Source: an optimization exercise on an open RTL-to-GDS flow (aim: small area, a short achievable clock period and few clock cycles per item). Production flows keep margins and buffers that such runs may drop. Only simulation tests tie the RTL to the original design; equivalence was not proved. Power is estimated from default activity; no workload was simulated.

==> flow/design.v <==
module tw_tracker #(
  parameter int unsigned TW_MEM_SIZE = 16,
  parameter int unsigned ACCID_W     = 8,
  parameter int unsigned TASKID_W    = 64
) (
  input  logic                clk,
  input  logic                rst,
  input  logic                in_valid,
  output logic                in_ready,
  input  logic                in_type,
  input  logic [TASKID_W-1:0] in_taskid,
  input  logic [ACCID_W-1:0]  in_accid,
  input  logic [31:0]         in_components,
  output logic                ack_valid,
  input  logic                ack_ready,
  output logic [ACCID_W-1:0]  ack_accid,
  output logic [7:0]          ack_code,
  output logic                full_err,
  output logic                busy
);
  localparam int unsigned N  = TW_MEM_SIZE;
  localparam int unsigned FD = 5;    
  logic [N-1:0]        ent_valid;
  logic [N-1:0]        ent_armed;
  logic [ACCID_W-1:0]  ent_accid  [N];
  logic [32:0]         ent_cnt    [N];
  logic [TASKID_W-1:0] ent_taskid [N];
  logic                a_v;
  logic                a_type;
  logic [TASKID_W-1:0] a_taskid;
  logic [ACCID_W-1:0]  a_accid;
  logic [31:0]         a_comp;
  logic [N-1:0]        a_eq_lo;      
  logic [N-1:0]        a_eq_hi;      
  logic [N-1:0]        a_fix;        
  logic                a_eqb;        
  logic                a_same;       
  logic                a_same2;      
  logic                b_v;
  logic [TASKID_W-1:0] b_taskid;
  logic [32:0]         b_delta;      
  logic                b_exists;     
  logic [N-1:0]        b_slot;       
  logic [32:0]         b_cnt;        
  logic                b_narmed;     
  logic [ACCID_W-1:0]  b_naccid;     
  logic                w_upd;        
  logic                w_done;       
  logic [$clog2(N)-1:0] w_sidx;      
  logic [32:0]         w_cnt;
  logic                w_armed;      
  logic [ACCID_W-1:0]  w_accid;
  logic [ACCID_W-1:0]  fq [FD];
  logic [FD-1:0]       focc;         
  logic               all_used;
  logic [N-1:0]       free_oh;
  logic               drop;
  logic [N-1:0]       slot;
  logic               new_armed;
  logic [ACCID_W-1:0] new_accid;
  logic [32:0]        new_cnt;
  logic               hits_zero;
  logic               done;
  logic               upd;
  logic [32:0] ag, ap;
  always_comb begin
    ag = b_cnt & b_delta;
    ap = b_cnt ^ b_delta;
    for (int unsigned d = 1; d < 33; d = d * 2) begin
      for (int i = 32; i >= int'(d); i--) begin
        ag[i] = ag[i] | (ap[i] & ag[i - int'(d)]);
        ap[i] = ap[i] & ap[i - int'(d)];
      end
    end
    new_cnt = (b_cnt ^ b_delta) ^ {ag[31:0], 1'b0};
  end
  always_comb begin
    all_used = &ent_valid;
    free_oh  = '0;
    for (int i = N - 1; i >= 0; i--)
      if (!ent_valid[i]) free_oh = N'(1) << i;
    drop      = !b_exists && all_used;
    slot      = b_exists ? b_slot : free_oh;
    new_armed = b_narmed;
    new_accid = b_naccid;
    hits_zero = &(~((b_cnt ^ b_delta) ^ {(b_cnt[31:0] | b_delta[31:0]), 1'b0}));
    upd       = b_v && !drop;
    done      = upd && new_armed && hits_zero;
  end
  logic [$clog2(N)-1:0] slot_idx;
  always_comb begin
    slot_idx = '0;
    for (int unsigned i = 0; i < N; i++)
      if (slot[i]) slot_idx = slot_idx | $clog2(N)'(i);
  end
  logic eq_b;
  assign eq_b = (b_taskid == in_taskid);
  always_ff @(posedge clk) begin
    for (int unsigned i = 0; i < N; i++) begin
      a_eq_lo[i] <= (ent_taskid[i][TASKID_W/2-1:0] == in_taskid[TASKID_W/2-1:0]);
      a_eq_hi[i] <= (ent_taskid[i][TASKID_W-1:TASKID_W/2] == in_taskid[TASKID_W-1:TASKID_W/2]);
    end
    a_fix   <= upd ? slot : '0;
    a_eqb   <= eq_b;
    a_same  <= a_v && (a_taskid == in_taskid);
    a_same2 <= upd && eq_b;
  end
  logic [N-1:0]        hit;
  logic                hit_any;
  logic [32:0]         rd_cnt;
  logic                rd_armed;
  logic [ACCID_W-1:0]  rd_accid;
  always_comb begin
    for (int unsigned i = 0; i < N; i++)
      hit[i] = ent_valid[i] && (a_fix[i] ? a_eqb : (a_eq_lo[i] && a_eq_hi[i]));
    hit_any  = |hit;
    rd_cnt   = '0;
    rd_armed = 1'b0;
    rd_accid = '0;
    for (int unsigned i = 0; i < N; i++) begin
      rd_cnt   = rd_cnt   | ({33{hit[i]}} & ent_cnt[i]);
      rd_armed = rd_armed | (hit[i] & ent_armed[i]);
      rd_accid = rd_accid | ({ACCID_W{hit[i]}} & ent_accid[i]);
    end
  end
  logic accept;
  assign accept = in_valid && in_ready;
  always_ff @(posedge clk) begin
    a_type   <= in_type;
    a_taskid <= in_taskid;
    a_accid  <= in_accid;
    a_comp   <= in_components;
    b_taskid <= a_taskid;
    b_delta  <= a_type ? {1'b0, a_comp} : -{1'b0, a_comp};
    if (a_same) begin
      b_exists <= upd && !done;
      b_slot   <= slot;
      b_cnt    <= new_cnt;
      b_narmed <= a_type || (new_armed && !done);
      b_naccid <= a_type ? a_accid : new_accid;
    end else begin
      b_exists <= hit_any;
      b_slot   <= hit;
      b_cnt    <= a_same2 ? w_cnt : rd_cnt;
      b_narmed <= a_type || (a_same2 ? w_armed : rd_armed);
      b_naccid <= a_type ? a_accid : (a_same2 ? w_accid : rd_accid);
    end
    w_sidx  <= slot_idx;
    w_cnt   <= new_cnt;
    w_armed <= new_armed && !done;
    w_accid <= new_accid;
  end
  always_ff @(posedge clk) begin
    if (rst) begin
      a_v    <= 1'b0;
      b_v    <= 1'b0;
      w_upd  <= 1'b0;
      w_done <= 1'b0;
    end else begin
      a_v    <= accept;
      b_v    <= a_v;
      w_upd  <= upd;
      w_done <= done;
    end
  end
  always_ff @(posedge clk) begin
    for (int unsigned i = 0; i < N; i++) begin
      if (upd && slot[i]) ent_taskid[i] <= b_taskid;
      if (w_upd && w_sidx == $clog2(N)'(i)) begin
        ent_cnt[i]   <= w_cnt;
        ent_armed[i] <= w_armed;
        ent_accid[i] <= w_accid;
      end
    end
  end
  always_ff @(posedge clk) begin
    if (rst) begin
      ent_valid <= '0;
    end else begin
      for (int unsigned i = 0; i < N; i++)
        if (upd && slot[i]) ent_valid[i] <= !done;
    end
  end
  logic          pop;
  logic [FD-1:0] focc_nxt;
  assign pop = ack_valid && ack_ready;
  always_comb begin
    if (w_done && !pop)      focc_nxt = {focc[FD-2:0], 1'b1};
    else if (pop && !w_done) focc_nxt = {1'b0, focc[FD-1:1]};
    else                     focc_nxt = focc;
  end
  always_ff @(posedge clk) begin
    for (int unsigned j = 0; j < FD; j++) begin
      if (pop) begin
        if (w_done && (j == FD - 1 ? focc[j] : (focc[j] && !focc[j+1]))) fq[j] <= w_accid;
        else if (j < FD - 1)                                             fq[j] <= fq[j+1];
      end else if (w_done && (j == 0 ? !focc[0] : (focc[j-1] && !focc[j]))) begin
        fq[j] <= w_accid;
      end
    end
  end
  always_ff @(posedge clk) begin
    if (rst) begin
      focc      <= '0;
      ack_valid <= 1'b0;
      full_err  <= 1'b0;
      in_ready  <= 1'b1;
      busy      <= 1'b0;
    end else begin
      focc      <= focc_nxt;
      ack_valid <= focc_nxt[0];
      if (b_v && drop) full_err <= 1'b1;
      in_ready  <= !focc_nxt[1];
      busy      <= accept || a_v || b_v || focc_nxt[0];
    end
  end
  assign ack_accid = fq[0];
  assign ack_code  = 8'h01;
endmodule
make LEC_CHECK=0 ABC_CLOCK_PERIOD_IN_PS=2500 CAP_MARGIN=35 CORE_MARGIN=2 CORE_UTILIZATION=55 CTS_CLUSTER_DIAMETER=60 CTS_CLUSTER_SIZE=26 SETUP_SLACK_MARGIN=4.3 SLEW_MARGIN=35 finish   # period 7.0 ns
run.sh (not shown) runs the stock make flow with config.mk's settings and CLKGATE_MAP_FILE= SYNTH_SCRIPT=/design/flow/synth_recipe.tcl, a recipe that flattens the netlist after the stock synthesis.
Testbench counts at the start, summed over its fixed seeds: cycles 24,033, items 24,000.
==> next run, changes <==
--- a/flow/design.v
+++ b/flow/design.v
@@ -37,16 +37,18 @@
   logic                a_same;       
   logic                a_same2;      
   logic                b_v;
+  logic                b_type;
   logic [TASKID_W-1:0] b_taskid;
+  logic [ACCID_W-1:0]  b_accid;      
   logic [32:0]         b_delta;      
   logic                b_exists;     
   logic [N-1:0]        b_slot;       
   logic [32:0]         b_cnt;        
-  logic                b_narmed;     
-  logic [ACCID_W-1:0]  b_naccid;     
+  logic                b_armed;
+  logic [ACCID_W-1:0]  b_eaccid;
   logic                w_upd;        
   logic                w_done;       
-  logic [$clog2(N)-1:0] w_sidx;      
+  logic [N-1:0]        w_slot;
   logic [32:0]         w_cnt;
   logic                w_armed;      
   logic [ACCID_W-1:0]  w_accid;
@@ -81,17 +83,11 @@
       if (!ent_valid[i]) free_oh = N'(1) << i;
     drop      = !b_exists && all_used;
     slot      = b_exists ? b_slot : free_oh;
-    new_armed = b_narmed;
-    new_accid = b_naccid;
+    new_armed = b_type | b_armed;
+    new_accid = b_type ? b_accid : b_eaccid;
     hits_zero = &(~((b_cnt ^ b_delta) ^ {(b_cnt[31:0] | b_delta[31:0]), 1'b0}));
     upd       = b_v && !drop;
     done      = upd && new_armed && hits_zero;
-  end
-  logic [$clog2(N)-1:0] slot_idx;
-  always_comb begin
-    slot_idx = '0;
-    for (int unsigned i = 0; i < N; i++)
-      if (slot[i]) slot_idx = slot_idx | $clog2(N)'(i);
   end
   logic eq_b;
   assign eq_b = (b_taskid == in_taskid);
@@ -130,22 +126,24 @@
     a_taskid <= in_taskid;
     a_accid  <= in_accid;
     a_comp   <= in_components;
+    b_type   <= a_type;
     b_taskid <= a_taskid;
+    b_accid  <= a_accid;
     b_delta  <= a_type ? {1'b0, a_comp} : -{1'b0, a_comp};
     if (a_same) begin
       b_exists <= upd && !done;
       b_slot   <= slot;
       b_cnt    <= new_cnt;
-      b_narmed <= a_type || (new_armed && !done);
-      b_naccid <= a_type ? a_accid : new_accid;
+      b_armed  <= new_armed && !done;
+      b_eaccid <= new_accid;
     end else begin
       b_exists <= hit_any;
       b_slot   <= hit;
-      b_cnt    <= a_same2 ? w_cnt : rd_cnt;
-      b_narmed <= a_type || (a_same2 ? w_armed : rd_armed);
-      b_naccid <= a_type ? a_accid : (a_same2 ? w_accid : rd_accid);
-    end
-    w_sidx  <= slot_idx;
+      b_cnt    <= a_same2 ? w_cnt   : rd_cnt;
+      b_armed  <= a_same2 ? w_armed : rd_armed;
+      b_eaccid <= a_same2 ? w_accid : rd_accid;
+    end
+    w_slot  <= slot;
     w_cnt   <= new_cnt;
     w_armed <= new_armed && !done;
     w_accid <= new_accid;
@@ -166,7 +164,7 @@
   always_ff @(posedge clk) begin
     for (int unsigned i = 0; i < N; i++) begin
       if (upd && slot[i]) ent_taskid[i] <= b_taskid;
-      if (w_upd && w_sidx == $clog2(N)'(i)) begin
+      if (w_upd && w_slot[i]) begin
         ent_cnt[i]   <= w_cnt;
         ent_armed[i] <= w_armed;
         ent_accid[i] <= w_accid;
Effect: Sequential power is about the same; count of clock-buffer cells in the layout shrinks by 1; wire length shrinks by 6.1%; total power is about the same; hold slack loses 0.011 ns; cell count shrinks by 3.2%; cell area shrinks by 3.2%; clock skew barely changes; worst setup slack gains 0.054 ns; register-to-register slack gains 0.05 ns; synthesized cell count shrinks by 1.2%.
Testbench counts after the change, summed over its fixed seeds: cycles 24,033, items 24,000.

==> static timing again, ports no longer ideal <==
The results above use ideal ports. As a check the final layouts listed here were re-extracted and re-timed, cells and wires unchanged. Step 1 (the two cells are an assumption about what drives the block):
set clk [get_ports {clk}]
set_driving_cell -lib_cell sky130_fd_sc_hd__clkbuf_16 $clk
set_driving_cell -lib_cell sky130_fd_sc_hd__buf_2 [delete_from_list [all_inputs] $clk]
Step 2, shift: input delay + t, output delay - t, t = (earliest + latest rising clock arrival at the registers) / 2. This alone moves slack from input paths to output paths. Slacks: no drivers / after step 1 / after step 2; pairs: no drivers / after step 1.
run | t, ns | setup WS [ns] | latest minus earliest clock arrival (ns) | slew at the worst register clock pin (ns) | pins driven straight from the clock port
the first run | 0.877 | 4.118 / 4.118 / 3.420 | 0.046 / 0.045 | 0.10 / 0.10 | 1
the second run | 0.873 | 4.172 / 4.172 / 3.408 | 0.044 / 0.045 | 0.10 / 0.10 | 1
After both steps every run listed still meets setup and hold. For the second run, which loses most, drivers alone change the setup slack by 0.000 ns; drivers and shift together by -0.764 ns.
